Background: an optimization exercise with open tools, aiming at small area, a short achievable clock period and few clock cycles per item. Do not read the settings as production practice.
In this exercise RTL edits were held to simulation tests only and were not proved equivalent to the original.
Power figures rest on the tool's default switching activity, not on a simulated workload.

`flow/design.v`:
```
module seq_alu (
  input  logic        clk,
  input  logic        clear_n,
  input  logic        start,
  input  logic [5:0]  op,
  input  logic [31:0] A,
  input  logic [31:0] B,
  output logic        busy,
  output logic        done,
  output logic [31:0] result_lo,
  output logic [31:0] result_hi,
  output logic        carry_out,
  output logic        div_zero,
  output logic        illegal_op
);
  localparam int K     = 4;             
  localparam int NSTEP = 16 / K;
  localparam logic [31:0] K0 = 32'h5555_5556;   
  logic        s_mul, s_mfin, s_d0, s_dit;   
  logic        busy_q, done_q;
  logic [31:0] a_q, b_q;
  logic [4:0]  r_q;                     
  logic [4:0]  cnt_q;
  logic v_arith, v_inv, v_useb, v_carry;   
  logic [3:0] v_tt;                         
  logic v_shl, v_shr, v_sra, v_rot, v_dz, v_ill;
  logic mfirst_q;
  logic [31:0] lo_q, hi_q;
  logic        sx_q;                    
  logic        cx_q;                    
  logic [3*K-1:0] bc_q;                 
  logic [1:0]  cr_q;                    
  logic [2*K-1:0] rls_q, rlc_q;         
  logic        rln_q;                   
  logic        qneg_q;
  logic [5:0]  la_q, lb_q;              
  logic        carry_q, dz_q, ill_q;
  logic accept;
  assign accept = start & ~busy_q;
  function automatic logic [31:0] por(input logic [31:0] x);
    logic [31:0] p;
    p = x;
    p = p | {p[30:0], 1'b0};
    p = p | {p[29:0], 2'b0};
    p = p | {p[27:0], 4'b0};
    p = p | {p[23:0], 8'b0};
    p = p | {p[15:0], 16'b0};
    por = p;
  endfunction
  function automatic logic [31:0] cneg(input logic [31:0] x, input logic s);
    logic [31:0] p;
    p = por(x);
    cneg = x ^ ({32{s}} & {p[30:0], 1'b0});
  endfunction
  function automatic logic [4:0] topone(input logic [31:0] x);
    logic [15:0] v1;  logic [15:0] p1;
    logic [7:0]  v2;  logic [15:0] p2;
    logic [3:0]  v3;  logic [11:0] p3;
    logic [1:0]  v4;  logic [7:0]  p4;
    for (int i = 0; i < 16; i++) begin
      v1[i] = x[2*i+1] | x[2*i];
      p1[i] = x[2*i+1];
    end
    for (int i = 0; i < 8; i++) begin
      v2[i] = v1[2*i+1] | v1[2*i];
      p2[2*i+:2] = v1[2*i+1] ? {1'b1, p1[2*i+1]} : {1'b0, p1[2*i]};
    end
    for (int i = 0; i < 4; i++) begin
      v3[i] = v2[2*i+1] | v2[2*i];
      p3[3*i+:3] = v2[2*i+1] ? {1'b1, p2[2*(2*i+1)+:2]} : {1'b0, p2[2*(2*i)+:2]};
    end
    for (int i = 0; i < 2; i++) begin
      v4[i] = v3[2*i+1] | v3[2*i];
      p4[4*i+:4] = v3[2*i+1] ? {1'b1, p3[3*(2*i+1)+:3]} : {1'b0, p3[3*(2*i)+:3]};
    end
    topone = v4[1] ? {1'b1, p4[7:4]} : {1'b0, p4[3:0]};
  endfunction
  function automatic logic [5:0] blen(input logic [31:0] x);
    logic [31:0] t;
    logic        nz, c;
    t  = {1'b0, x[30:0] ^ x[31:1]};
    nz = |t;
    c  = x[31] & (&(x[31:1] | ~x[30:0]));
    blen = (nz ? {1'b0, topone(t)} + 6'd1 : 6'd0) + {5'd0, c};
  endfunction
  localparam int W = 34 + 2*K + 2;
  logic [K-1:0]  bneg, bone, btwo;
  logic [33:0]   ppx [K];
  logic [33:0]   pp [K];
  logic [32:0]   s_in, c_in;
  logic [33:0]   a1, a2;
  assign s_in = mfirst_q ? 33'd0 : {sx_q, hi_q};
  assign c_in = mfirst_q ? 33'd0 : {cx_q, b_q};
  assign a1   = {{2{a_q[31]}}, a_q};
  assign a2   = {a_q[31], a_q, 1'b0};
  function automatic logic [3*K-1:0] brec(input logic [2*K:0] m);
    logic [3*K-1:0] r;
    for (int j = 0; j < K; j++) begin
      r[3*j]   = m[2*j+1] ^ m[2*j];                                               
      r[3*j+1] = (m[2*j+2] & ~m[2*j+1] & ~m[2*j]) | (~m[2*j+2] & m[2*j+1] & m[2*j]);  
      r[3*j+2] = m[2*j+2] & ~(m[2*j+1] & m[2*j]);                               
    end
    brec = r;
  endfunction
  always_comb begin
    for (int j = 0; j < K; j++) begin
      bone[j] = bc_q[3*j];
      btwo[j] = bc_q[3*j+1];
      bneg[j] = bc_q[3*j+2];
      ppx[j]  = ((a1 & {34{bone[j]}}) | (a2 & {34{btwo[j]}})) ^ {34{bneg[j]}};
      pp[j]   = {~ppx[j][33], ppx[j][32:0]};
    end
  end
  logic [W-1:0] rows [K+2];
  always_comb begin
    for (int j = 0; j < K; j++) begin
      rows[j] = W'(pp[j]) << (2*j);
      if (j > 0) rows[j][2*j-2] = bneg[j-1];
    end
    rows[K]   = W'(s_in);
    rows[K+1] = W'(c_in);
  end
  logic [W-1:0] ms, mc;
  logic [W-1:0] l1s, l1c, l2s, l2c, l3s, l3c, l4s, l4c;
  assign l1s = rows[0] ^ rows[1] ^ rows[2];
  assign l1c = {((rows[0][W-2:0] & rows[1][W-2:0]) | (rows[0][W-2:0] & rows[2][W-2:0]) |
                 (rows[1][W-2:0] & rows[2][W-2:0])), 1'b0};
  assign l2s = rows[3] ^ rows[4] ^ rows[5];
  assign l2c = {((rows[3][W-2:0] & rows[4][W-2:0]) | (rows[3][W-2:0] & rows[5][W-2:0]) |
                 (rows[4][W-2:0] & rows[5][W-2:0])), 1'b0};
  assign l3s = l1s ^ l1c ^ l2s;
  assign l3c = {((l1s[W-2:0] & l1c[W-2:0]) | (l1s[W-2:0] & l2s[W-2:0]) |
                 (l1c[W-2:0] & l2s[W-2:0])), 1'b0};
  assign l4s = l3s ^ l3c ^ l2c;
  assign l4c = {((l3s[W-2:0] & l3c[W-2:0]) | (l3s[W-2:0] & l2c[W-2:0]) |
                 (l3c[W-2:0] & l2c[W-2:0])), 1'b0};
  assign ms = l4s;
  assign mc = l4c;
  logic [2*K+1:0] ret;
  assign ret = {2'b0, rls_q} + {2'b0, rlc_q} + ((2*K+2)'(rln_q) << (2*K-2)) + {{(2*K){1'b0}}, cr_q};
  logic [39:0] fx, fy, kc, fs, fc;
  always_comb begin
    fx = {hi_q, rls_q};
    fy = {b_q, rlc_q};
    kc = {K0, 1'b0, rln_q, 4'd0, cr_q};
    fs = fx ^ fy ^ kc;
    fc = {((fx[38:0] & fy[38:0]) | (fx[38:0] & kc[38:0]) | (fy[38:0] & kc[38:0])), 1'b0};
  end
  logic        add_inv, add_useb;
  logic [39:0] add_x, add_y;
  logic [40:0] add_sum;
  logic [32:0] add_s;
  assign add_inv  = v_inv;
  assign add_useb = v_useb;
  assign add_x    = s_mfin ? fs : {a_q ^ {32{add_inv}}, {8{add_inv}}};
  assign add_y    = s_mfin ? fc : {b_q & {32{add_useb}}, 8'd0};
  assign add_sum  = {1'b0, add_x} + {1'b0, add_y} + {40'd0, add_inv};
  assign add_s    = add_sum[40:8];
  logic [6:0]  sdiff;
  assign sdiff = {1'b0, la_q} - {1'b0, lb_q};    
  logic [4:0]  ramt;
  logic [31:0] rin;
  logic [31:0] rot, rt0, rt1, rt2, rt3;
  assign ramt = s_d0 ? sdiff[4:0] : r_q;
  assign rin  = b_q;
  assign rt0 = ramt[0] ? {rin[30:0], rin[31]}    : rin;
  assign rt1 = ramt[1] ? {rt0[29:0], rt0[31:30]} : rt0;
  assign rt2 = ramt[2] ? {rt1[27:0], rt1[31:28]} : rt1;
  assign rt3 = ramt[3] ? {rt2[23:0], rt2[31:24]} : rt2;
  assign rot = ramt[4] ? {rt3[15:0], rt3[31:16]} : rt3;
  logic [31:0] therm, smask;
  always_comb begin
    for (int i = 0; i < 32; i++) therm[i] = (5'(i) >= a_q[4:0]);
  end
  always_comb begin
    for (int i = 0; i < 32; i++) smask[i] = v_shl ? therm[i] : therm[31 - i];
  end
  logic [31:0] alu_lo;
  always_comb begin
    alu_lo = ({32{v_arith}} & add_s[31:0])
           | (a_q & b_q & {32{v_tt[3]}}) | (a_q & ~b_q & {32{v_tt[2]}})
           | (~a_q & b_q & {32{v_tt[1]}}) | (~a_q & ~b_q & {32{v_tt[0]}})
           | ({32{v_rot}} & rot)
           | ({32{v_shl | v_shr | v_sra}} & rot & smask)
           | ({32{v_sra & b_q[31]}} & ~smask)
           | {32{v_dz}};
  end
  logic        dneg;
  logic [32:0] dx, dy, dsub, zt;
  logic        dz0, qb;
  logic [31:0] qn, rn, qfin, ng2;
  assign dneg = a_q[31];
  assign dx   = {hi_q[31], hi_q};
  assign dy   = {~dneg, b_q};              
  assign dsub = dx + dy + {32'd0, ~dneg};
  assign zt   = (dx ^ dy) ^ {(dx[31:0] | dy[31:0]), 1'b0};
  assign dz0  = ~|zt;
  assign qb   = dneg ? (dsub[32] | dz0) : ~dsub[32];
  assign qn   = {lo_q[30:0], qb};
  assign rn   = qb ? dsub[31:0] : hi_q;
  assign ng2    = cneg({1'b0, lo_q[30:0]}, 1'b1);
  assign qfin   = qneg_q ? (qb ? {~lo_q[30:0], 1'b1} : {ng2[30:0], 1'b0}) : qn;
  logic bz, single, m_first, m_step, d_early, d_align, d_step, d_last;
  assign bz      = (B == 32'd0);
  assign single  = v_arith | (|v_tt) | v_shl | v_shr |
                   v_sra | v_rot | v_dz | v_ill;
  assign m_first = s_mul & mfirst_q;
  assign m_step  = s_mul & ~mfirst_q;
  assign d_early = s_d0 & sdiff[6];
  assign d_align = s_d0 & ~sdiff[6];
  assign d_last  = s_dit & (cnt_q == 5'd0);
  assign d_step  = s_dit & (cnt_q != 5'd0);
  logic        fin;
  logic [31:0] lo_d, hi_d, b_d;
  assign fin   = single | s_mfin | d_early | d_last;    
  always_comb begin
    lo_d = ({32{single}}  & alu_lo)
         | ({32{m_first}} & {ret[2*K-1:0], b_q[31:2*K]})
         | ({32{m_step}}  & {ret[2*K-1:0], lo_q[31:2*K]})
         | ({32{s_mfin}}  & {add_sum[7:0], lo_q[31:8]})
         | ({32{d_step}}  & qn)
         | ({32{d_last}}  & qfin);
    hi_d = ({32{v_dz}}    & a_q)
         | ({32{s_mul}}   & ms[2*K+31:2*K])
         | ({32{s_mfin}}  & add_sum[39:8])
         | ({32{s_d0}}    & a_q)
         | ({32{s_dit}}   & rn);
    b_d  = ({32{~busy_q}}  & ((op == 6'd2) ? cneg(B, B[31]) : B))
         | ({32{s_mul}}   & mc[2*K+31:2*K])
         | ({32{d_align}} & (rot ^ {32{~dneg}}))
         | ({32{d_step}}  & {~dneg, b_q[31:1]});
  end
  always_ff @(posedge clk) begin
    lo_q <= lo_d;
    hi_q <= hi_d;
    b_q  <= b_d;
    if (!busy_q) begin
      a_q    <= A;
      qneg_q <= A[31] ^ B[31];
    end
    r_q  <= (op == 6'd7 || op == 6'd9 || op == 6'd13) ? 5'd0 - A[4:0] : A[4:0];
    la_q <= blen(A);
    lb_q <= blen(B);
    carry_q <= v_carry & add_s[32];
    dz_q    <= single & v_dz;
    ill_q   <= single & v_ill;
    bc_q  <= ~s_mul ? brec({B[2*K-1:0], 1'b0}) :
             mfirst_q ? brec(b_q[4*K-1:2*K-1]) : brec(lo_q[4*K-1:2*K-1]);
    cr_q  <= mfirst_q ? 2'd0 : ret[2*K+1:2*K];
    sx_q  <= ms[2*K+32];
    cx_q  <= mc[2*K+32];
    rls_q <= ms[2*K-1:0];
    rlc_q <= mc[2*K-1:0];
    rln_q <= bneg[K-1];
    cnt_q <= accept ? 5'(NSTEP - 1) : s_d0 ? sdiff[4:0] : cnt_q - 5'd1;
    done_q   <= fin;
    mfirst_q <= accept & (op == 6'd6);
    s_mul    <= (s_mul & (cnt_q != 5'd0)) | (accept & (op == 6'd6));
    s_mfin   <= s_mul & (cnt_q == 5'd0);
    s_d0     <= accept & (op == 6'd2) & ~bz;
    s_dit    <= d_align | d_step;
    busy_q   <= (s_mul & (cnt_q != 5'd0)) | (d_align & (sdiff[4:0] != 5'd0)) |
                (d_step & (cnt_q != 5'd1)) | (accept & ((op == 6'd6) | ((op == 6'd2) & ~bz)));
    v_arith <= accept & ((op == 6'd0) | (op == 6'd1) | (op == 6'd11));
    v_inv   <= accept & ((op == 6'd1) | (op == 6'd11));
    v_useb  <= accept & ((op == 6'd0) | (op == 6'd1));
    v_carry <= accept & ((op == 6'd0) | (op == 6'd1));
    v_dz  <= accept & (op == 6'd2) & bz;
    v_tt  <= {4{accept}} & ((op == 6'd3) ? 4'b1000 : (op == 6'd4) ? 4'b1110 :
                            (op == 6'd5) ? 4'b0110 : (op == 6'd12) ? 4'b0011 : 4'b0000);
    v_shr <= accept & (op == 6'd7);
    v_shl <= accept & (op == 6'd8);
    v_rot <= accept & ((op == 6'd9) | (op == 6'd10));
    v_sra <= accept & (op == 6'd13);
    v_ill <= accept & (op > 6'd13);
    if (!clear_n) begin
      s_mul  <= 1'b0;
      s_mfin <= 1'b0;
      s_d0   <= 1'b0;
      s_dit  <= 1'b0;
      busy_q <= 1'b0;
      done_q <= 1'b0;
      v_arith <= 1'b0; v_inv <= 1'b0; v_useb <= 1'b0; v_carry <= 1'b0; v_tt <= 4'd0;
      v_shl <= 1'b0; v_shr <= 1'b0; v_sra <= 1'b0;
      v_rot <= 1'b0; v_dz <= 1'b0; v_ill <= 1'b0;
      mfirst_q <= 1'b0;
    end
  end
  assign busy       = busy_q;
  assign done       = done_q;
  assign result_lo  = lo_q;
  assign result_hi  = hi_q;
  assign carry_out  = carry_q;
  assign div_zero   = dz_q;
  assign illegal_op = ill_q;
endmodule
```
`flow/config.mk`:
```
export PLATFORM = sky130hd
export DESIGN_NAME = seq_alu
export DESIGN_NICKNAME = seq_alu
export VERILOG_FILES = /design/flow/design.v
export SDC_FILE = /design/flow/constraint.sdc
export NUM_CORES = 4
export LEC_CHECK = 0
export ABC_AREA = 1
export CAP_MARGIN = 20
export CORE_MARGIN = 2
export CORE_UTILIZATION = 40
export SETUP_SLACK_MARGIN = 4.5
export SLEW_MARGIN = 20
```
`flow/flow/run.sh`:
```
#!/bin/bash
# The standard layout (standard.sh: ORFS from synthesis to finish) with one change: the
# buffers that ORFS puts on every input and output port are sky130_fd_sc_hd__buf_2 instead of
# the delay cell that buffer_ports picks by default. Everything else is the standard flow.
set -euo pipefail
export BUFFER_PORTS_ARGS="-buffer_cell sky130_fd_sc_hd__buf_2"
bash standard.sh > standard.log 2>&1
```
`flow/standard.sh`:
```
#!/bin/bash
# synth_recipe.tcl (not shown) runs the flow's synth.tcl, then flattens the netlist and writes it again
# the make line also repeats each setting of config.mk as NAME=value (left out here)
make -C /OpenROAD-flow-scripts/flow DESIGN_CONFIG=/design/flow/config.mk WORK_HOME=/design/flow/orfs CLKGATE_MAP_FILE= SYNTH_SCRIPT=/design/flow/synth_recipe.tcl "${@:-finish}"
```
`flow/constraint.sdc`:
```
create_clock -name core_clock -period 8.0 [get_ports {clk}]
set_input_delay 1.6000 -clock core_clock [delete_from_list [all_inputs] [get_ports {clk}]]
set_output_delay 1.6000 -clock core_clock [all_outputs]
set_load 0.01 [all_outputs]
```
==> summary.log, run 1 <==
INFO  floorplanning  initial_utilization=40.28%
INFO  synth          synth.avg_cell_area=6.124um2
INFO  global_route   overall_global_routing_usage=45.13%
INFO  synth          synth_area=31100um2
INFO  floorplanning  die_w=282.8um
INFO  synth          synth_fp_nets=5490
INFO  final_layout   utilization=48.67%
INFO  synth          synth_enable_flop_cells=33
INFO  floorplanning  core_region_area=77210um2
INFO  hold_path      hold_path_class=reg2reg
INFO  final_layout   nFillCells=8211
INFO  route          vias=39300
INFO  global_route   first_global_vias=35500
INFO  floorplanning  die_area=79990um2
INFO  sta            hold-worst-slack=0.3860ns
INFO  sta            tightest_slew=1.253ns
INFO  route          remaining_drc_errors=0
INFO  final_layout   fin_nets=5656
INFO  clock_tree     numCtsBuffers=28
INFO  synth          yosysSeqAreaShare=14.13%
INFO  sta            grt_setup_unrepaired=true
INFO  worst_setup_path critPathLaunch=bc_q[10]
INFO  clock_tree     insertion_delay=0.62ns
INFO  global_route   initial_antenna_violation_count=13
INFO  worst_setup_path critPathKind=reg2reg
INFO  sta            worst_clock_skew=0.01584ns
INFO  route          dr.pass1.iters=9
INFO  run_status     outcome=finished clean
INFO  worst_setup_path slowest_stage=sky130_fd_sc_hd__o22ai_1
INFO  route          totalWireLength=188.1mm
INFO  global_route   global_route.overflow_total=0
INFO  sta            timing.final.setup_violations=0
INFO  sta            final-hold-violation-count=0
INFO  clock_tree     htree_levels=1
INFO  sta            tns=0ns
INFO  power          p_leak=0.01794uW
INFO  run            timing.max_cap.violations=0
INFO  synth          asr_flop_ratio_synth=0%
INFO  floorplanning  die_height=282.8um
INFO  worst_setup_path cp-end-kind=register
INFO  power          power.ir.vdd_worst=0.0001523V
INFO  synth          synthDominantCellAreaShare=15.74%
INFO  power          pwr_density_cell=156.0nW/um2
INFO  synth          yosysWarnings=4
INFO  hold_path      hold_path.startpoint=v_ill
INFO  floorplanning  io_pins=142
INFO  synth          top_flip_flop_cell_by_instance_count_after_synthesis=sky130_fd_sc_hd__dfxtp_1
INFO  clock_tree     tritoncts=built
INFO  clock_tree     clockBufferDepth=3
INFO  global_route   globalRouteMet3Util=16.46%
INFO  global_route   wire_length_of_the_first_global_routing_pass=257.9mm
INFO  route          final_antenna_net_count=0
INFO  worst_setup_path critPathMaxFanout=32
INFO  synth          synth_cell_types=57
INFO  worst_setup_path critPathBufInv=4
INFO  power          total_power=5861uW
INFO  sta            worst_slew_margin_rel=15.55%
INFO  clock_tree     path_clk_slew=0.07ns
INFO  synth          ys_top_cells_by_area=sky130_fd_sc_hd__nand2_1, sky130_fd_sc_hd__dfxtp_1, sky130_fd_sc_hd__nand3_1, sky130_fd_sc_hd__ha_1, sky130_fd_sc_hd__fa_1
INFO  place          port-buffer-count=141
INFO  worst_setup_path timing.critical_path.max_delay_family=adder cells
INFO  route          drt_first_iter_violations=6233
INFO  clock_tree     clock_sink_count=203
INFO  worst_setup_path critPathMaxStageDelay=0.67ns
INFO  place          place.gp.congestion=1.116
INFO  final_layout   layout.cells.most_common=sky130_fd_sc_hd__nand2_1
INFO  sta            timing.final.max_slew_violations=0
INFO  global_route   groute.layer.met2.usage=64.98%
INFO  final_layout   most_used_cells_in_the_layout_excluding_fill_and_tap_cells=sky130_fd_sc_hd__nand2_1, sky130_fd_sc_hd__inv_1, sky130_fd_sc_hd__nand3_1
INFO  synth          synth_seq_cells=203
INFO  floorplanning  number_of_placement_rows=102
INFO  final_layout   area_growth_syn_to_layout=20.83%
INFO  sta            period_share=45.12%
INFO  worst_setup_path worst_ep_arrival_time=4.16ns
INFO  place          detailed_placement_hpwl=143.3mm
INFO  sta            worst_slack=4.390ns
INFO  worst_setup_path critPathLaunchType=register
INFO  worst_setup_path worstReg2RegStart=bc_q[10]
INFO  worst_setup_path required=8.55ns
INFO  route          post_drt_via_cell_ratio=6.221
INFO  sta            timing.final.crit_period=3.610ns
INFO  route          avgRoutedWirePerCell=29.76um
INFO  clock_tree     ctsRootBufferMaster=sky130_fd_sc_hd__clkbuf_16
INFO  synth          synth_area_leader_cell=sky130_fd_sc_hd__nand2_1
INFO  global_route   largest_net_degree_at_the_start_of_global_routing=64
INFO  place          pre_cts_ws=3.435ns
INFO  synth          netlist_instances=5078
INFO  global_route   grt_util_met1=55.39%
INFO  global_route   globalRoute.busiestLayer=met2
INFO  sta            maxClockFrequency=277.0MHz
INFO  final_layout   drive_above_1_share=17.95%
INFO  worst_setup_path worstPathCellList=inv_1 -> buf_6 -> o22ai_1 -> xor2_1 -> fa_1 -> inv_1 -> fa_1 -> inv_1 -> fa_1 -> o22ai_1 -> nand3b_1
## worst reg2reg max path, delay by kind of cell (launching register included)
family / cells / cell delay (ns)
AO/OA/AOI/OAI: 2 / 0.94
XOR/XNOR: 1 / 0.19
flip-flops: 1 / 0.32
buffers and inverters: 4 / 0.50
adder cells (fa/ha/maj): 3 / 1.41
AND/OR/NAND/NOR: 1 / 0.20
## report_power, final
group	total (uW)	internal [uW]	switching, uW
combinational	3090	1090	2000
sequential	1250	1130	119
clock	1520	910	607
## final timing paths
kind,end,slack (ns),depth (start not counted)
hold / removal,ill_q,0.39,0
hold reg to reg,ill_q,0.39,0
setup reg to reg,b_q[24],4.39,11
setup / recovery,b_q[24],4.39,11
## metrics by stage
stage | area, um2 | std cells
2_1_floorplan | 31160 | 5078
3_3_place_gp | 32500 | 6055
3_5_place_dp | 32500 | 6055
4_1_cts | 35270 | 6197
5_1_grt | 37550 | 6309
6_report | 37580 | 6318
## flip-flops by register name, summed over array words and instances, names as in the netlist, 2 cells and up
name / cells
rlc_q: 6
hi_q: 32
v_tt: 4
bc_q: 12
a_q: 32
r_q: 5
rls_q: 8
la_q: 6
lo_q: 32
cr_q: 2
lb_q: 6
b_q: 32
cnt_q: 5
## Yosys cell counts, types with 6 or more instances
| master | instances |
|---|---|
| sky130_fd_sc_hd__buf_6 | 7 |
| sky130_fd_sc_hd__o221ai_1 | 29 |
| sky130_fd_sc_hd__clkbuf_1 | 184 |
| sky130_fd_sc_hd__nor3_1 | 26 |
| sky130_fd_sc_hd__nand3b_1 | 24 |
| sky130_fd_sc_hd__edfxtp_1 | 33 |
| sky130_fd_sc_hd__buf_2 | 32 |
| sky130_fd_sc_hd__a22oi_1 | 25 |
| sky130_fd_sc_hd__o2111ai_1 | 6 |
| sky130_fd_sc_hd__fa_1 | 130 |
| sky130_fd_sc_hd__inv_2 | 11 |
| sky130_fd_sc_hd__clkinv_1 | 11 |
| sky130_fd_sc_hd__o21ai_0 | 232 |
| sky130_fd_sc_hd__o21a_1 | 8 |
| sky130_fd_sc_hd__nor2_1 | 382 |
| sky130_fd_sc_hd__xor2_1 | 174 |
| sky130_fd_sc_hd__a221oi_1 | 27 |
| sky130_fd_sc_hd__nand2_1 | 1304 |
| sky130_fd_sc_hd__nand4_1 | 63 |
| sky130_fd_sc_hd__o211ai_1 | 57 |
| sky130_fd_sc_hd__ha_1 | 209 |
| sky130_fd_sc_hd__o22ai_1 | 213 |
| sky130_fd_sc_hd__nand2_2 | 10 |
| sky130_fd_sc_hd__or2_2 | 15 |
| sky130_fd_sc_hd__nor2_2 | 7 |
| sky130_fd_sc_hd__buf_1 | 21 |
| sky130_fd_sc_hd__dfxtp_1 | 170 |
| sky130_fd_sc_hd__a21oi_1 | 224 |
| sky130_fd_sc_hd__o21ai_1 | 48 |
| sky130_fd_sc_hd__nor4_1 | 11 |
| sky130_fd_sc_hd__a31oi_1 | 11 |
| sky130_fd_sc_hd__o21bai_1 | 24 |
| sky130_fd_sc_hd__xnor2_1 | 10 |
| sky130_fd_sc_hd__nand3_1 | 577 |
| sky130_fd_sc_hd__buf_4 | 36 |
| sky130_fd_sc_hd__inv_1 | 678 |
| sky130_fd_sc_hd__a21oi_2 | 6 |
## per-layer routing
layer / up-vias / routed length, um / part of all wire [%]
met5: - / 55 / 0.029
met4: 8 / 17940 / 9.5
met3: 886 / 26060 / 14
met2: 3006 / 75450 / 40
met1: 18270 / 68530 / 36
li1: 17130 / - / -
## cells by family (layout without fill, tap and decap cells)
kind of cell,Yosys count,after routing,share of synthesized area (%)
simple gates,2440,2441,33.41
other cells,0,12,0
xor+xnor,184,184,5.182
buf+inv,980,1167,12.56
mux,1,1,0.03621
flops,203,203,14.13
compound gates,931,931,17.91
fa+ha+maj,339,339,16.78
## what timing repair did
action,in CTS,in global routing
hold buffers,0,0
gates cloned,4,8
endpoints found under the setup margin,107,98
pin swaps,3,51
gates resized for setup,247,330
buffers inserted,86,100
## final cells by class
class,instances,area (um2),share of cell area (%)
timing repair buffer,412,3296,8.771
clock inverter,18,304.0,0.8091
inverter,700,2893,7.698
timing repair inverter,3,20.02,0.05328
multi-input combinational,3896,24500,65.19
sequential,203,4473,11.90
antenna,12,30.03,0.07991
tap,1040,1301,3.463
clock buffer,34,763.2,2.031
Testbench counts, summed over its fixed seeds: cycles 21,956, ops 8,000.
==> run 2: changes to the inputs <==
--- a/flow/design.v
+++ b/flow/design.v
@@ -29,6 +29,7 @@
   logic        sx_q;                    
   logic        cx_q;                    
   logic [3*K-1:0] bc_q;                 
+  logic [3*K-1:0] bcn_q;                
   logic [1:0]  cr_q;                    
   logic [2*K-1:0] rls_q, rlc_q;         
   logic        rln_q;                   
@@ -81,7 +82,7 @@
     t  = {1'b0, x[30:0] ^ x[31:1]};
     nz = |t;
     c  = x[31] & (&(x[31:1] | ~x[30:0]));
-    blen = (nz ? {1'b0, topone(t)} + 6'd1 : 6'd0) + {5'd0, c};
+    blen = nz ? {1'b0, topone(t)} + {5'd0, c} : {6{~c}};
   endfunction
   localparam int W = 34 + 2*K + 2;
   logic [K-1:0]  bneg, bone, btwo;
@@ -107,7 +108,8 @@
       bone[j] = bc_q[3*j];
       btwo[j] = bc_q[3*j+1];
       bneg[j] = bc_q[3*j+2];
-      ppx[j]  = ((a1 & {34{bone[j]}}) | (a2 & {34{btwo[j]}})) ^ {34{bneg[j]}};
+      ppx[j]  = ((a1 & {~{17{bcn_q[3*j]}}, {17{bone[j]}}}) | (a2 & {~{17{bcn_q[3*j+1]}}, {17{btwo[j]}}}))
+              ^ {~{17{bcn_q[3*j+2]}}, {17{bneg[j]}}};
       pp[j]   = {~ppx[j][33], ppx[j][32:0]};
     end
   end
@@ -157,7 +159,7 @@
   assign add_sum  = {1'b0, add_x} + {1'b0, add_y} + {40'd0, add_inv};
   assign add_s    = add_sum[40:8];
   logic [6:0]  sdiff;
-  assign sdiff = {1'b0, la_q} - {1'b0, lb_q};    
+  assign sdiff = {la_q[5], la_q} - {lb_q[5], lb_q};    
   logic [4:0]  ramt;
   logic [31:0] rin;
   logic [31:0] rot, rt0, rt1, rt2, rt3;
@@ -246,6 +248,8 @@
     ill_q   <= single & v_ill;
     bc_q  <= ~s_mul ? brec({B[2*K-1:0], 1'b0}) :
              mfirst_q ? brec(b_q[4*K-1:2*K-1]) : brec(lo_q[4*K-1:2*K-1]);
+    bcn_q <= ~s_mul ? ~brec({B[2*K-1:0], 1'b0}) :
+             mfirst_q ? ~brec(b_q[4*K-1:2*K-1]) : ~brec(lo_q[4*K-1:2*K-1]);
     cr_q  <= mfirst_q ? 2'd0 : ret[2*K+1:2*K];
     sx_q  <= ms[2*K+32];
     cx_q  <= mc[2*K+32];
==> flow/run.sh (new file) <==
#!/bin/bash
# synth_recipe.tcl (not shown) runs the flow's synth.tcl, then flattens the netlist and writes it again
# the make line also repeats each setting of config.mk as NAME=value (left out here)
make -C /OpenROAD-flow-scripts/flow DESIGN_CONFIG=/design/flow/config.mk WORK_HOME=/design/flow/orfs CLKGATE_MAP_FILE= SYNTH_SCRIPT=/design/flow/synth_recipe.tcl finish
removed: flow/flow/run.sh
removed: flow/standard.sh
==> run 2 against run 1 <==
  * Synthesized cell count decreased by 1.7%
  * Via count decreased by 1.6%
  * Sequential power increased by 6%
  * Worst setup slack improved by 0.0016 ns
  * Critical path depth increased by 2
  * First-iteration DRC count decreased by 12%
==> summary.log, run 2 <==
INFO  synth          synth_area_leader_cell=sky130_fd_sc_hd__nand2_1
INFO  sta            timing.final.setup_violations=0
INFO  sta            timing.final.crit_period=3.608ns
INFO  place          detailed_placement_hpwl=143.7mm
INFO  synth          synth_fp_nets=5401
INFO  synth          synthDominantCellAreaShare=14.02%
INFO  sta            final-hold-violation-count=0
INFO  global_route   overall_global_routing_usage=46.28%
INFO  sta            period_share=45.10%
INFO  run_status     outcome=finished clean
INFO  floorplanning  die_area=79870um2
INFO  global_route   global_route.overflow_total=0
INFO  route          totalWireLength=190.3mm
INFO  clock_tree     insertion_delay=0.63ns
INFO  route          remaining_drc_errors=0
INFO  sta            tns=0ns
INFO  synth          top_flip_flop_cell_by_instance_count_after_synthesis=sky130_fd_sc_hd__dfxtp_1
INFO  final_layout   fin_nets=5562
INFO  worst_setup_path critPathKind=reg2reg
INFO  synth          synth.avg_cell_area=6.222um2
INFO  floorplanning  die_w=282.6um
INFO  sta            maxClockFrequency=277.2MHz
INFO  final_layout   most_used_cells_in_the_layout_excluding_fill_and_tap_cells=sky130_fd_sc_hd__nand2_1, sky130_fd_sc_hd__inv_1, sky130_fd_sc_hd__nand3_1
INFO  place          place.gp.congestion=1.088
INFO  floorplanning  io_pins=142
INFO  sta            grt_setup_unrepaired=true
INFO  final_layout   drive_above_1_share=15.09%
INFO  sta            timing.final.max_slew_violations=0
INFO  synth          ys_top_cells_by_area=sky130_fd_sc_hd__nand2_1, sky130_fd_sc_hd__dfxtp_1, sky130_fd_sc_hd__nand3_1, sky130_fd_sc_hd__fa_1, sky130_fd_sc_hd__ha_1
INFO  synth          yosysWarnings=4
INFO  clock_tree     clockBufferDepth=3
INFO  route          drt_first_iter_violations=5492
INFO  synth          asr_flop_ratio_synth=0%
INFO  clock_tree     clock_sink_count=215
INFO  route          maxUsedRoutingLayer=met5
INFO  floorplanning  core_region_area=77210um2
INFO  global_route   first_global_vias=35500
INFO  route          final_antenna_net_count=0
INFO  route          avgRoutedWirePerCell=30.56um
INFO  route          dr.pass1.iters=7
INFO  synth          most_frequent_cell_after_synthesis=sky130_fd_sc_hd__nand2_1
INFO  floorplanning  initial_utilization=40.21%
INFO  floorplanning  number_of_placement_rows=102
INFO  route          vias=38670
INFO  route          post_drt_via_cell_ratio=6.212
INFO  power          total_power=5740uW
INFO  clock_tree     htree_levels=1
INFO  route          met3RoutedLength=25.83mm
INFO  clock_tree     numCtsBuffers=30
INFO  global_route   wire_length_of_the_first_global_routing_pass=261.6mm
INFO  final_layout   layout.cells.most_common=sky130_fd_sc_hd__nand2_1
INFO  run            timing.max_cap.violations=0
INFO  floorplanning  die_height=282.6um
INFO  place          port-buffer-count=141
INFO  sta            tightest_slew=1.374ns
INFO  synth          yosysSeqAreaShare=14.93%
INFO  synth          netlist_instances=4990
INFO  hold_path      hold_path_class=reg2reg
INFO  sta            worst_clock_skew=0.02300ns
INFO  global_route   initial_antenna_violation_count=19
INFO  global_route   largest_net_degree_at_the_start_of_global_routing=58
INFO  worst_setup_path cp-end-kind=register
INFO  sta            hold-worst-slack=0.3919ns
INFO  power          p_leak=0.01774uW
INFO  worst_setup_path critPathLaunchType=register
INFO  synth          synth.top_cells.by_count=sky130_fd_sc_hd__nand2_1, sky130_fd_sc_hd__inv_1, sky130_fd_sc_hd__nand3_1
INFO  clock_tree     path_clk_slew=0.06ns
INFO  final_layout   final_cell_count_no_fill=6225
INFO  worst_setup_path worst_ep_arrival_time=4.12ns
INFO  power          pwr_density_cell=151.7nW/um2
INFO  route          length_of_routed_wiring_on_met1=68.92mm
INFO  place          place_inst=5968
INFO  synth          synth_cell_types=56
INFO  synth          synth_area=31050um2
INFO  synth          synth_enable_flop_cells=33
INFO  power          power.ir.vdd_worst=0.0001929V
INFO  clock_tree     tritoncts=built
INFO  worst_setup_path critPathMaxFanout=5
INFO  clock_tree     ctsRootBufferMaster=sky130_fd_sc_hd__clkbuf_16
INFO  final_layout   area_growth_syn_to_layout=21.89%
INFO  synth          synth_seq_cells=215
INFO  worst_setup_path required=8.52ns
INFO  sta            worst_slew_margin_rel=8.398%
INFO  route          met2WireLength=77.11mm
run 2: cell count changes after synthesis, sizes merged, moves of 28 or more:
cell    delta
nand2    -145
a21oi     +52
o211ai    -37
clkbuf    -36
o21ai     +31
buf       +28
run 2: layer usage:
layer | global-route usage [%] | vias up
met5 | 0.9768 | -
met4 | 34.46 | 20
met3 | 16.01 | 788
met2 | 67.45 | 2728
met1 | 56.02 | 18230
li1 | - | 16910
run 2: final timing paths:
path / cells after the start / from / end / slack (ns)
worst max register to register: 13 / a_q[31] / hi_q[23] / 4.39
worst max-delay path: 13 / a_q[31] / hi_q[23] / 4.39
worst min-delay path: 0 / v_ill / ill_q / 0.39
worst min register to register: 0 / v_ill / ill_q / 0.39
run 2: area by class of cell:
cell class	count	area, um2
clock inverter	15	173.9
timing repair inverter	2	17.52
timing repair buffer	391	3724
fill	8106	39370
antenna	10	25.02
multi-input combinational	3827	24200
clock buffer	41	854.6
sequential	215	4720
inverter	684	2826
tap	1040	1301
run 2: repair_timing:
| item | in CTS | in global routing |
|---|---|---|
| gates cloned | 11 | 3 |
| gates resized for setup | 315 | 300 |
| buffers inserted | 95 | 79 |
| hold buffers | 0 | 0 |
| setup endpoints to repair | 119 | 106 |
| pin swaps | 25 | 49 |
run 2: report_power, final:
part           leakage (uW)  switching, uW  total, uW  internal [uW]
Combinational        0.0154           1890       2950           1050
Clock              0.000489            620       1460            844
Sequential          0.00187            135       1330           1190
run 2: worst max-delay path, cell delays in order (launching register included):
cell and delay (ns):
sky130_fd_sc_hd__edfxtp_1 0.43, sky130_fd_sc_hd__buf_12 0.19, sky130_fd_sc_hd__inv_6 0.13, sky130_fd_sc_hd__buf_12 0.18, sky130_fd_sc_hd__o22ai_2 0.10, sky130_fd_sc_hd__xor2_1 0.24, sky130_fd_sc_hd__fa_1 0.49, sky130_fd_sc_hd__fa_1 0.50
sky130_fd_sc_hd__inv_1 0.05, sky130_fd_sc_hd__fa_1 0.57, sky130_fd_sc_hd__o22ai_1 0.16, sky130_fd_sc_hd__a31o_2 0.33, sky130_fd_sc_hd__inv_1 0.06, sky130_fd_sc_hd__nand2_1 0.05
run 2: stage by stage:
stage               worst slack (ns)  utilization [%]  cell area [um2]
finish                         4.392            49.01            37850
global route                   4.328            48.98            37820
CTS                            4.397            46.64            36010
global placement               3.153            42.81            33060
detailed placement             3.177            42.81            33060
floorplan                      4.464                -            31130
run 2: logic make-up (layout without fill, tap and decap cells):
logic type               after synthesis  after routing  share of synthesized area (%)
AO/OA/AOI/OAI                       1004           1004                          18.91
XOR/XNOR                             193            193                          5.444
adder cells (fa/ha/maj)              338            338                          16.76
buffers and inverters                956           1133                          12.63
flip-flops                           215            215                          14.93
other                                  0             10                              0
AND/OR/NAND/NOR                     2284           2292                          31.33
Testbench counts of run 2, summed over its fixed seeds: cycles 21,956, ops 8,000.
==> run 3: changes to the inputs <==
--- a/flow/config.mk
+++ b/flow/config.mk
@@ -6,8 +6,8 @@
 export NUM_CORES = 4
 export LEC_CHECK = 0
 export ABC_AREA = 1
-export CAP_MARGIN = 20
+export CAP_MARGIN = 35
 export CORE_MARGIN = 2
 export CORE_UTILIZATION = 40
 export SETUP_SLACK_MARGIN = 4.5
-export SLEW_MARGIN = 20
+export SLEW_MARGIN = 35
==> run 3 against run 2 <==
  * Utilization hardly changed
  * First-iteration DRC count up 3.4%
  * Hold slack worse by 0.0059 ns
  * Still clean on timing, DRC and antenna
  * Fmax grew 1.6%
==> summary.log, run 3 <==
INFO  run_status     outcome=finished clean
INFO  synth          synth.avg_cell_area=6.222um2
INFO  floorplanning  io_pins=142
INFO  synth          yosysWarnings=4
INFO  place          port-buffer-count=141
INFO  clock_tree     clock_sink_count=215
INFO  sta            grt_setup_unrepaired=true
INFO  global_route   wire_length_of_the_first_global_routing_pass=261.0mm
INFO  worst_setup_path required=8.52ns
INFO  global_route   global_route.overflow_total=0
INFO  floorplanning  die_area=79870um2
INFO  floorplanning  core_region_area=77210um2
INFO  worst_setup_path reg2reg_depth=13
INFO  worst_setup_path slowest_stage=sky130_fd_sc_hd__fa_1
INFO  clock_tree     htree_levels=1
INFO  route          vias=38790
INFO  synth          yosysSeqAreaShare=14.93%
INFO  power          pwr_density_cell=151.4nW/um2
INFO  route          final_antenna_net_count=0
INFO  worst_setup_path critical_path_cell_count=13
INFO  floorplanning  die_w=282.6um
INFO  place          detailed_placement_hpwl=144.0mm
INFO  route          totalWireLength=190.0mm
INFO  worst_setup_path worstReg2RegEnd=hi_q[23]
INFO  worst_setup_path critPathBufInv=5
INFO  synth          synth_area=31050um2
INFO  sta            timing.final.setup_violations=0
INFO  worst_setup_path worst_ep_arrival_time=4.08ns
INFO  sta            worst_slew_margin_rel=35.25%
INFO  route          drt_first_iter_violations=5681
INFO  power          total_power=5726uW
INFO  route          avgRoutedWirePerCell=30.53um
INFO  hold_path      hold_path.startpoint=v_ill
INFO  synth          synth_cell_types=56
INFO  worst_setup_path setup_crit_end=hi_q[23]
INFO  sta            period_share=44.39%
INFO  worst_setup_path timing.critical_path.max_delay_family=adder cells
INFO  worst_setup_path worstPathCellList=buf_12 -> inv_6 -> buf_12 -> o22ai_2 -> xor2_2 -> fa_1 -> fa_1 -> inv_1 -> fa_1 -> o22ai_1 -> a31o_2 -> inv_1 -> nand2_1
INFO  synth          synth_seq_cells=215
INFO  final_layout   nFillCells=8202
INFO  worst_setup_path critPathLaunchType=register
INFO  synth          asr_flop_ratio_synth=0%
INFO  worst_setup_path critPathMaxFanout=6
INFO  sta            final-hold-violation-count=0
INFO  route          post_drt_via_cell_ratio=6.233
INFO  final_layout   most_used_cells_in_the_layout_excluding_fill_and_tap_cells=sky130_fd_sc_hd__nand2_1, sky130_fd_sc_hd__inv_1, sky130_fd_sc_hd__nand3_1
INFO  sta            tightest_slew=0.9702ns
INFO  synth          ys_top_cells_by_area=sky130_fd_sc_hd__nand2_1, sky130_fd_sc_hd__dfxtp_1, sky130_fd_sc_hd__nand3_1, sky130_fd_sc_hd__fa_1, sky130_fd_sc_hd__ha_1
INFO  clock_tree     insertion_delay=0.64ns
INFO  synth          synthDominantCellAreaShare=14.02%
INFO  sta            timing.final.max_slew_violations=0
INFO  worst_setup_path worstReg2RegStart=a_q[31]
INFO  global_route   initial_antenna_violation_count=21
INFO  worst_setup_path critPathKind=reg2reg
INFO  sta            maxClockFrequency=281.6MHz
INFO  power          p_leak=0.01766uW
INFO  final_layout   fin_nets=5562
INFO  synth          synth_area_leader_cell=sky130_fd_sc_hd__nand2_1
INFO  route          remaining_drc_errors=0
INFO  global_route   overall_global_routing_usage=46.23%
INFO  global_route   first_global_vias=35350
INFO  floorplanning  number_of_placement_rows=102
INFO  route          dr.pass1.iters=7
INFO  place          place.gp.congestion=1.088
INFO  global_route   largest_net_degree_at_the_start_of_global_routing=58
INFO  synth          synth_enable_flop_cells=33
INFO  clock_tree     holdBufCountCts=0
INFO  floorplanning  die_height=282.6um
INFO  synth          top_flip_flop_cell_by_instance_count_after_synthesis=sky130_fd_sc_hd__dfxtp_1
INFO  synth          most_frequent_cell_after_synthesis=sky130_fd_sc_hd__nand2_1
INFO  clock_tree     numCtsBuffers=30
INFO  sta            worst_clock_skew=0.04240ns
INFO  clock_tree     clockBufferDepth=3
INFO  sta            tns=0ns
INFO  clock_tree     path_clk_slew=0.06ns
INFO  worst_setup_path regToRegSetupSlack=4.45ns
INFO  sta            timing.final.crit_period=3.552ns
INFO  synth          synth_fp_nets=5401
INFO  run            timing.max_cap.violations=0
INFO  floorplanning  initial_utilization=40.21%
INFO  worst_setup_path critical-path-top-cell-by-count=sky130_fd_sc_hd__fa_1
INFO  worst_setup_path critPathLaunch=a_q[31]
INFO  final_layout   drive_above_1_share=15.66%
INFO  synth          synth.top_cells.by_count=sky130_fd_sc_hd__nand2_1, sky130_fd_sc_hd__inv_1, sky130_fd_sc_hd__nand3_1
INFO  hold_path      hold_path_class=reg2reg
INFO  clock_tree     ctsRootBufferMaster=sky130_fd_sc_hd__clkbuf_16
INFO  worst_setup_path cp-end-kind=register
INFO  final_layout   area_growth_syn_to_layout=21.85%
INFO  power          power.ir.vdd_worst=0.0001771V
INFO  clock_tree     tritoncts=built
INFO  worst_setup_path critPathMaxStageDelay=0.56ns
INFO  synth          netlist_instances=4990
INFO  final_layout   layout.cells.most_common=sky130_fd_sc_hd__nand2_1
[run 3: cell count changes in the layout (fill, tap and decap cells not counted), sizes merged, moves of 2 or more]
cell,previous run,this run
dlymetal6s2s,26,23
inv,631,635
clkinvlp,44,47
clkinv,23,21
buf,248,251
clkbuf,50,43
dlygate4sd2,15,17
[run 3: cell families (layout without fill, tap and decap cells)]
kind of cell | Yosys count | count (layout) | synth area share [%]
compound gates | 1004 | 1004 | 18.91
xor+xnor | 193 | 193 | 5.444
fa+ha+maj | 338 | 338 | 16.76
buf+inv | 956 | 1133 | 12.63
flops | 215 | 215 | 14.93
other cells | 0 | 9 | 0
simple gates | 2284 | 2291 | 31.33
[run 3: stage by stage]
step | cell area [um2] | worst slack, ns | util (%) | std cells | hold WS, ns
final | 37830 | 4.449 | 49.00 | 6223 | 0.3860
after global routing | 37810 | 4.365 | 48.97 | 6215 | 0.3971
after CTS | 35860 | 4.432 | 46.44 | 6117 | 0.3896
after detailed placement | 33140 | 3.262 | 42.92 | 5971 | 0.3823
after global placement | 33060 | 3.153 | 42.81 | 5968 | 0.3842
after floorplan | 31130 | 4.464 | - | 4990 | 0.3738
[run 3: area by class of cell]
cell class / instances / area (um2) / share of cell area, %
well taps: 1040 / 1301 / 3.439
clock inverters: 18 / 172.7 / 0.4564
repair buffers: 391 / 3602 / 9.521
repair inverters: 3 / 22.52 / 0.05953
diodes: 9 / 22.52 / 0.05953
flip-flops and latches: 215 / 4726 / 12.49
multi-input cells: 3826 / 24330 / 64.32
clock buffers: 37 / 828.3 / 2.189
inverters: 684 / 2825 / 7.467
[run 3: timing repair]
action                                  in CTS  in global routing
setup buffers                               80                 94
gates resized for setup                    317                335
gates cloned                                11                  3
endpoints found under the setup margin     119                110
pin swaps                                   20                 53
hold endpoints to repair                     0                  0
[run 3: worst min path at each step]
stage               cells past startpoint  slack (ns)  endpoint
floorplan                               0        0.37     rln_q
global placement                        0        0.38     ill_q
detailed placement                      0        0.38     ill_q
CTS                                     0        0.39     ill_q
global route                            0        0.40     ill_q
finish                                  0        0.39     ill_q
[run 3: layer usage]
layer | vias to the layer above | GRT usage [%] | routed length, um
met5 | - | 0 | 86
met1 | 18340 | 56.71 | 69130
met4 | 14 | 34.34 | 18000
met2 | 2755 | 67.49 | 77400
li1 | 16910 | - | -
met3 | 777 | 14.83 | 25350
[run 3: power by group]
group          total [uW]  switching (uW)  internal, uW
registers            1330             141          1190
logic                2960            1900          1060
clock network        1430             627           800
[run 3: worst register-to-register path, cell delays in order (launching register included)]
cell and delay [ns]:
sky130_fd_sc_hd__edfxtp_1 0.43, sky130_fd_sc_hd__buf_12 0.18, sky130_fd_sc_hd__inv_6 0.17, sky130_fd_sc_hd__buf_12 0.17, sky130_fd_sc_hd__o22ai_2 0.11, sky130_fd_sc_hd__xor2_2 0.19
sky130_fd_sc_hd__fa_1 0.52, sky130_fd_sc_hd__fa_1 0.50, sky130_fd_sc_hd__inv_1 0.05, sky130_fd_sc_hd__fa_1 0.56, sky130_fd_sc_hd__o22ai_1 0.16, sky130_fd_sc_hd__a31o_2 0.30
sky130_fd_sc_hd__inv_1 0.06, sky130_fd_sc_hd__nand2_1 0.04
==> run 4: changes to the inputs <==
--- a/flow/design.v
+++ b/flow/design.v
@@ -16,6 +16,7 @@
   localparam int K     = 4;             
   localparam int NSTEP = 16 / K;
   localparam logic [31:0] K0 = 32'h5555_5556;   
+  localparam logic [31:0] K8 = 32'h5556_0000;   
   logic        s_mul, s_mfin, s_d0, s_dit;   
   logic        busy_q, done_q;
   logic [31:0] a_q, b_q;
@@ -29,11 +30,11 @@
   logic        sx_q;                    
   logic        cx_q;                    
   logic [3*K-1:0] bc_q;                 
-  logic [3*K-1:0] bcn_q;                
   logic [1:0]  cr_q;                    
   logic [2*K-1:0] rls_q, rlc_q;         
   logic        rln_q;                   
   logic        qneg_q;
+  logic        msm_q;                   
   logic [5:0]  la_q, lb_q;              
   logic        carry_q, dz_q, ill_q;
   logic accept;
@@ -82,7 +83,7 @@
     t  = {1'b0, x[30:0] ^ x[31:1]};
     nz = |t;
     c  = x[31] & (&(x[31:1] | ~x[30:0]));
-    blen = nz ? {1'b0, topone(t)} + {5'd0, c} : {6{~c}};
+    blen = (nz ? {1'b0, topone(t)} + 6'd1 : 6'd0) + {5'd0, c};
   endfunction
   localparam int W = 34 + 2*K + 2;
   logic [K-1:0]  bneg, bone, btwo;
@@ -108,8 +109,7 @@
       bone[j] = bc_q[3*j];
       btwo[j] = bc_q[3*j+1];
       bneg[j] = bc_q[3*j+2];
-      ppx[j]  = ((a1 & {~{17{bcn_q[3*j]}}, {17{bone[j]}}}) | (a2 & {~{17{bcn_q[3*j+1]}}, {17{btwo[j]}}}))
-              ^ {~{17{bcn_q[3*j+2]}}, {17{bneg[j]}}};
+      ppx[j]  = ((a1 & {34{bone[j]}}) | (a2 & {34{btwo[j]}})) ^ {34{bneg[j]}};
       pp[j]   = {~ppx[j][33], ppx[j][32:0]};
     end
   end
@@ -144,7 +144,7 @@
   always_comb begin
     fx = {hi_q, rls_q};
     fy = {b_q, rlc_q};
-    kc = {K0, 1'b0, rln_q, 4'd0, cr_q};
+    kc = {msm_q ? K8 : K0, 1'b0, rln_q, 4'd0, cr_q};
     fs = fx ^ fy ^ kc;
     fc = {((fx[38:0] & fy[38:0]) | (fx[38:0] & kc[38:0]) | (fy[38:0] & kc[38:0])), 1'b0};
   end
@@ -159,7 +159,7 @@
   assign add_sum  = {1'b0, add_x} + {1'b0, add_y} + {40'd0, add_inv};
   assign add_s    = add_sum[40:8];
   logic [6:0]  sdiff;
-  assign sdiff = {la_q[5], la_q} - {lb_q[5], lb_q};    
+  assign sdiff = {1'b0, la_q} - {1'b0, lb_q};    
   logic [4:0]  ramt;
   logic [31:0] rin;
   logic [31:0] rot, rt0, rt1, rt2, rt3;
@@ -202,6 +202,9 @@
   assign rn   = qb ? dsub[31:0] : hi_q;
   assign ng2    = cneg({1'b0, lo_q[30:0]}, 1'b1);
   assign qfin   = qneg_q ? (qb ? {~lo_q[30:0], 1'b1} : {ng2[30:0], 1'b0}) : qn;
+  logic bsm, m_last;
+  assign bsm    = &B[31:15] | ~|B[31:15];
+  assign m_last = s_mul & ((cnt_q == 5'd0) | (msm_q & (cnt_q == 5'(NSTEP - 2))));
   logic bz, single, m_first, m_step, d_early, d_align, d_step, d_last;
   assign bz      = (B == 32'd0);
   assign single  = v_arith | (|v_tt) | v_shl | v_shr |
@@ -219,12 +222,14 @@
     lo_d = ({32{single}}  & alu_lo)
          | ({32{m_first}} & {ret[2*K-1:0], b_q[31:2*K]})
          | ({32{m_step}}  & {ret[2*K-1:0], lo_q[31:2*K]})
-         | ({32{s_mfin}}  & {add_sum[7:0], lo_q[31:8]})
+         | ({32{s_mfin & ~msm_q}} & {add_sum[7:0], lo_q[31:8]})
+         | ({32{s_mfin & msm_q}}  & {add_sum[23:0], lo_q[31:24]})
          | ({32{d_step}}  & qn)
          | ({32{d_last}}  & qfin);
     hi_d = ({32{v_dz}}    & a_q)
          | ({32{s_mul}}   & ms[2*K+31:2*K])
-         | ({32{s_mfin}}  & add_sum[39:8])
+         | ({32{s_mfin & ~msm_q}} & add_sum[39:8])
+         | ({32{s_mfin & msm_q}}  & {{16{add_sum[39]}}, add_sum[39:24]})
          | ({32{s_d0}}    & a_q)
          | ({32{s_dit}}   & rn);
     b_d  = ({32{~busy_q}}  & ((op == 6'd2) ? cneg(B, B[31]) : B))
@@ -238,6 +243,7 @@
     b_q  <= b_d;
     if (!busy_q) begin
       a_q    <= A;
+      msm_q  <= bsm;
       qneg_q <= A[31] ^ B[31];
     end
     r_q  <= (op == 6'd7 || op == 6'd9 || op == 6'd13) ? 5'd0 - A[4:0] : A[4:0];
@@ -248,8 +254,6 @@
     ill_q   <= single & v_ill;
     bc_q  <= ~s_mul ? brec({B[2*K-1:0], 1'b0}) :
              mfirst_q ? brec(b_q[4*K-1:2*K-1]) : brec(lo_q[4*K-1:2*K-1]);
-    bcn_q <= ~s_mul ? ~brec({B[2*K-1:0], 1'b0}) :
-             mfirst_q ? ~brec(b_q[4*K-1:2*K-1]) : ~brec(lo_q[4*K-1:2*K-1]);
     cr_q  <= mfirst_q ? 2'd0 : ret[2*K+1:2*K];
     sx_q  <= ms[2*K+32];
     cx_q  <= mc[2*K+32];
@@ -259,11 +263,11 @@
     cnt_q <= accept ? 5'(NSTEP - 1) : s_d0 ? sdiff[4:0] : cnt_q - 5'd1;
     done_q   <= fin;
     mfirst_q <= accept & (op == 6'd6);
-    s_mul    <= (s_mul & (cnt_q != 5'd0)) | (accept & (op == 6'd6));
-    s_mfin   <= s_mul & (cnt_q == 5'd0);
+    s_mul    <= (s_mul & ~m_last) | (accept & (op == 6'd6));
+    s_mfin   <= m_last;
     s_d0     <= accept & (op == 6'd2) & ~bz;
     s_dit    <= d_align | d_step;
-    busy_q   <= (s_mul & (cnt_q != 5'd0)) | (d_align & (sdiff[4:0] != 5'd0)) |
+    busy_q   <= (s_mul & ~m_last) | (d_align & (sdiff[4:0] != 5'd0)) |
                 (d_step & (cnt_q != 5'd1)) | (accept & ((op == 6'd6) | ((op == 6'd2) & ~bz)));
     v_arith <= accept & ((op == 6'd0) | (op == 6'd1) | (op == 6'd11));
     v_inv   <= accept & ((op == 6'd1) | (op == 6'd11));
--- a/flow/config.mk
+++ b/flow/config.mk
@@ -6,8 +6,8 @@
 export NUM_CORES = 4
 export LEC_CHECK = 0
 export ABC_AREA = 1
-export CAP_MARGIN = 35
+export CAP_MARGIN = 20
 export CORE_MARGIN = 2
 export CORE_UTILIZATION = 40
 export SETUP_SLACK_MARGIN = 4.5
-export SLEW_MARGIN = 35
+export SLEW_MARGIN = 20
==> run 4 against run 3 <==
  * Sequential power decreased by 5%
  * Combinational power grew 16%
  * Largest power group unchanged
  * Clock power fell by 6%
  * Global-route usage up 1.7 points
  * Non-clock buffer count rose by 62
  * Worst setup slack lost 0.074 ns
  * Hold slack gained 0.013 ns
  * Routed wire length grew 9.4%
  * Utilization is 0.75 points higher
  * Largest cell class unchanged
  * Critical path type unchanged
  * Final area is 5.4% higher
==> summary.log, run 4 <==
INFO  run_status     outcome=finished clean
INFO  synth          synth_enable_flop_cells=34
INFO  floorplanning  initial_utilization=40.17%
INFO  final_layout   layout.cells.most_common=sky130_fd_sc_hd__nand2_1
INFO  run            timing.max_cap.violations=0
INFO  synth          synth.top_cells.by_count=sky130_fd_sc_hd__nand2_1, sky130_fd_sc_hd__inv_1, sky130_fd_sc_hd__nand3_1
INFO  hold_path      hold_path_class=reg2reg
INFO  power          power.share.switching=48.97%
INFO  power          pwr_density_cell=151.8nW/um2
INFO  sta            maxClockFrequency=275.8MHz
INFO  synth          most_frequent_cell_after_synthesis=sky130_fd_sc_hd__nand2_1
INFO  power          share_clk_of_total_power=22.3%
INFO  global_route   overall_global_routing_usage=47.90%
INFO  global_route   first_global_vias=36930
INFO  power          power.ir.vdd_worst=0.0001892V
INFO  global_route   wire_length_of_the_first_global_routing_pass=280.7mm
INFO  worst_setup_path worst_ep_arrival_time=4.11ns
INFO  synth          synth_area_leader_cell=sky130_fd_sc_hd__nand2_1
INFO  worst_setup_path regToRegSetupSlack=4.37ns
INFO  floorplanning  core_region_area=80160um2
INFO  route          totalWireLength=207.9mm
INFO  final_layout   drive_above_1_share=17.58%
INFO  sta            final-hold-violation-count=0
INFO  worst_setup_path worstPathCellList=ha_1 -> inv_1 -> o22ai_1 -> ha_1 -> nand2_2 -> inv_1 -> a21oi_2 -> buf_4 -> nand2_1 -> a21oi_4 -> nand3b_1 -> nand3_2 -> nand2_1 -> nor2_1 -> nand3_1
INFO  synth          synth_cell_types=54
INFO  clock_tree     insertion_delay=0.61ns
INFO  synth          synth_fp_nets=5684
INFO  global_route   global_route.overflow_total=0
INFO  worst_setup_path required=8.49ns
INFO  clock_tree     htree_levels=1
INFO  place          port-buffer-count=141
INFO  power          power_report.internal_total=3089uW
INFO  worst_setup_path critPathLaunchType=register
INFO  clock_tree     path_clk_slew=0.07ns
INFO  clock_tree     clockBufferDepth=3
INFO  worst_setup_path reg2reg_depth=15
INFO  route          vias=41370
INFO  sta            worst_clock_skew=0.01987ns
INFO  route          drt_first_iter_violations=6517
INFO  place          detailed_placement_hpwl=156.3mm
INFO  clock_tree     holdBufCountCts=0
INFO  floorplanning  die_area=82790um2
INFO  synth          synth_area=32200um2
INFO  power          p_leak=0.01886uW
INFO  final_layout   most_used_cells_in_the_layout_excluding_fill_and_tap_cells=sky130_fd_sc_hd__nand2_1, sky130_fd_sc_hd__inv_1, sky130_fd_sc_hd__nand3_1
INFO  sta            timing.final.crit_period=3.625ns
INFO  final_layout   area_growth_syn_to_layout=23.85%
INFO  final_layout   nFillCells=8571
INFO  synth          synthDominantCellAreaShare=16.05%
INFO  floorplanning  number_of_placement_rows=104
INFO  clock_tree     clock_sink_count=204
INFO  floorplanning  die_height=287.7um
INFO  final_layout   finalInstanceArea=39880um2
INFO  global_route   initial_antenna_violation_count=16
INFO  synth          yosysSeqAreaShare=13.74%
INFO  worst_setup_path worstReg2RegStart=hi_q[9]
INFO  sta            worst_slew_margin_rel=14.87%
INFO  worst_setup_path worstReg2RegEnd=hi_q[19]
INFO  sta            tns=0ns
INFO  global_route   largest_net_degree_at_the_start_of_global_routing=59
INFO  clock_tree     numCtsBuffers=27
INFO  route          avgRoutedWirePerCell=31.62um
INFO  sta            timing.final.max_slew_violations=0
INFO  worst_setup_path critPathLaunch=hi_q[9]
INFO  floorplanning  io_pins=142
INFO  place          place.gp.congestion=1.129
INFO  final_layout   fin_nets=5912
INFO  clock_tree     tritoncts=built
INFO  power          seq_power_share=20.8%
INFO  worst_setup_path slowest_stage=sky130_fd_sc_hd__dfxtp_2
INFO  sta            tightest_slew=1.264ns
INFO  route          remaining_drc_errors=0
INFO  route          post_drt_via_cell_ratio=6.293
INFO  synth          asr_flop_ratio_synth=0%
INFO  power          net_switching_component_of_the_power=2965uW
INFO  route          final_antenna_net_count=0
INFO  worst_setup_path critPathKind=reg2reg
INFO  synth          synth.avg_cell_area=6.130um2
INFO  final_layout   final_cell_count_no_fill=6574
INFO  synth          yosysWarnings=4
INFO  worst_setup_path critPathMaxStageDelay=0.51ns
INFO  clock_tree     ctsRootBufferMaster=sky130_fd_sc_hd__clkbuf_16
INFO  sta            timing.final.setup_violations=0
INFO  synth          ys_top_cells_by_area=sky130_fd_sc_hd__nand2_1, sky130_fd_sc_hd__dfxtp_1, sky130_fd_sc_hd__nand3_1, sky130_fd_sc_hd__fa_1, sky130_fd_sc_hd__ha_1
INFO  sta            grt_setup_unrepaired=true
INFO  synth          synth_seq_cells=204
INFO  synth          top_flip_flop_cell_by_instance_count_after_synthesis=sky130_fd_sc_hd__dfxtp_1
INFO  floorplanning  die_w=287.7um
INFO  sta            period_share=45.32%
INFO  synth          netlist_instances=5253
INFO  place          placed_area=34420um2
INFO  power          combinational_cell_fraction_of_total_power=56.9%
INFO  worst_setup_path critPathMaxFanout=5
INFO  place          place_inst=6260
INFO  worst_setup_path setup_crit_end=hi_q[19]
INFO  route          dr.pass1.iters=7
INFO  worst_setup_path cp-end-kind=register
[run 4: cell type report]
cell class	count	area [um2]	share of cell area, %
Antenna cell	13	32.53	0.08158
Tap cell	1060	1326	3.326
Inverter	691	2805	7.034
Clock buffer	32	714.4	1.792
Clock inverter	17	196.4	0.4926
Multi-Input combinational cell	4099	26090	65.42
Timing Repair Buffer	453	4133	10.36
Sequential cell	204	4547	11.40
Timing Repair inverter	5	35.03	0.08785
[run 4: power groups by stage]
stage	clock network, uW	logic [uW]	registers (uW)
after floorplan	0	1680	1230
after global placement	0	2960	1300
after detailed placement	0	2950	1300
after CTS	1340	3100	1260
after global routing	1370	3610	1260
final	1350	3440	1260
[run 4: what timing repair did]
action                     in CTS  in global routing
setup endpoints to repair     121                109
setup buffers                 106                121
gates cloned                   14                 10
resized for setup             398                457
pin swaps                      24                 84
[run 4: metrics by stage]
step           util [%]  power [uW]  setup slack [ns]  hold WS [ns]
2_1_floorplan         -        2904             4.404        0.3290
3_3_place_gp      42.94        4263             2.976        0.4007
3_5_place_dp      42.94        4255             3.046        0.4022
4_1_cts           46.81        5701             4.450        0.4053
5_1_grt           49.72        6243             4.364        0.4013
6_report          49.75        6054             4.375        0.3993
[run 4: cell families (layout without fill, tap and decap cells)]
family | count (synthesis) | count (layout) | synth area share [%]
AND/OR/NAND/NOR | 2577 | 2587 | 34.01
buffers and inverters | 961 | 1198 | 11.95
AO/OA/AOI/OAI | 916 | 917 | 16.63
adder cells (fa/ha/maj) | 358 | 358 | 17.18
XOR/XNOR | 226 | 226 | 6.147
flip-flops | 204 | 204 | 13.74
multiplexers | 11 | 11 | 0.3458
other | 0 | 13 | 0
[run 4: metal layers]
layer	track usage (%)	part of all wire [%]
met2	67.52	39
met5	1.686	0.088
met3	17.62	14
met4	41.72	12
met1	56.86	36
[run 4: critical path: cells and delay by family, from the launching register on]
| kind | cells | cell delay (ns) |
|---|---|---|
| AND/OR/NAND/NOR | 7 | 1.17 |
| adder cells (fa/ha/maj) | 2 | 0.74 |
| flip-flops | 1 | 0.51 |
| buffers and inverters | 3 | 0.44 |
| AO/OA/AOI/OAI | 3 | 0.63 |
[run 4: how the worst min path moves through the flow]
stage	start	slack, ns	depth (start not counted)	end
finish	v_ill	0.40	0	ill_q
global route	v_ill	0.40	0	ill_q
CTS	v_ill	0.41	0	ill_q
detailed placement	v_ill	0.40	0	ill_q
global placement	v_ill	0.40	0	ill_q
floorplan	bc_q[11]	0.33	0	rln_q
Testbench counts of run 4, summed over its fixed seeds: cycles 21,492, ops 8,000.

[afterwards: timing with drivers on the ports]
In the flow no input, the clock included, has a driving cell. The finished layouts below were timed again as built, in two steps. Step 1 assumes that a clkbuf_16 drives the clock port and a buf_2 every other input. Step 2 also shifts input and output timing later by t, the mid clock arrival at the registers, as if the neighbouring blocks saw the same clock. a / b / c = ideal / step 1 / step 2; a / b = the first two.
run | t, ns | slack for setup (ns) | hold WS [ns]
run 1 | 0.677 | 4.390 / 4.390 / 3.958 | 0.386 / 0.386 / 0.386
run 2 | 0.692 | 4.392 / 4.392 / 3.927 | 0.392 / 0.392 / 0.392
run 3 | 0.692 | 4.448 / 4.396 / 3.902 | 0.386 / 0.386 / 0.386
run 4 | 0.664 | 4.375 / 4.347 / 3.909 | 0.399 / 0.399 / 0.399
After both steps every run listed still meets setup and hold. For run 3, which loses most, drivers alone change the setup slack by -0.052 ns; drivers and shift together by -0.546 ns.
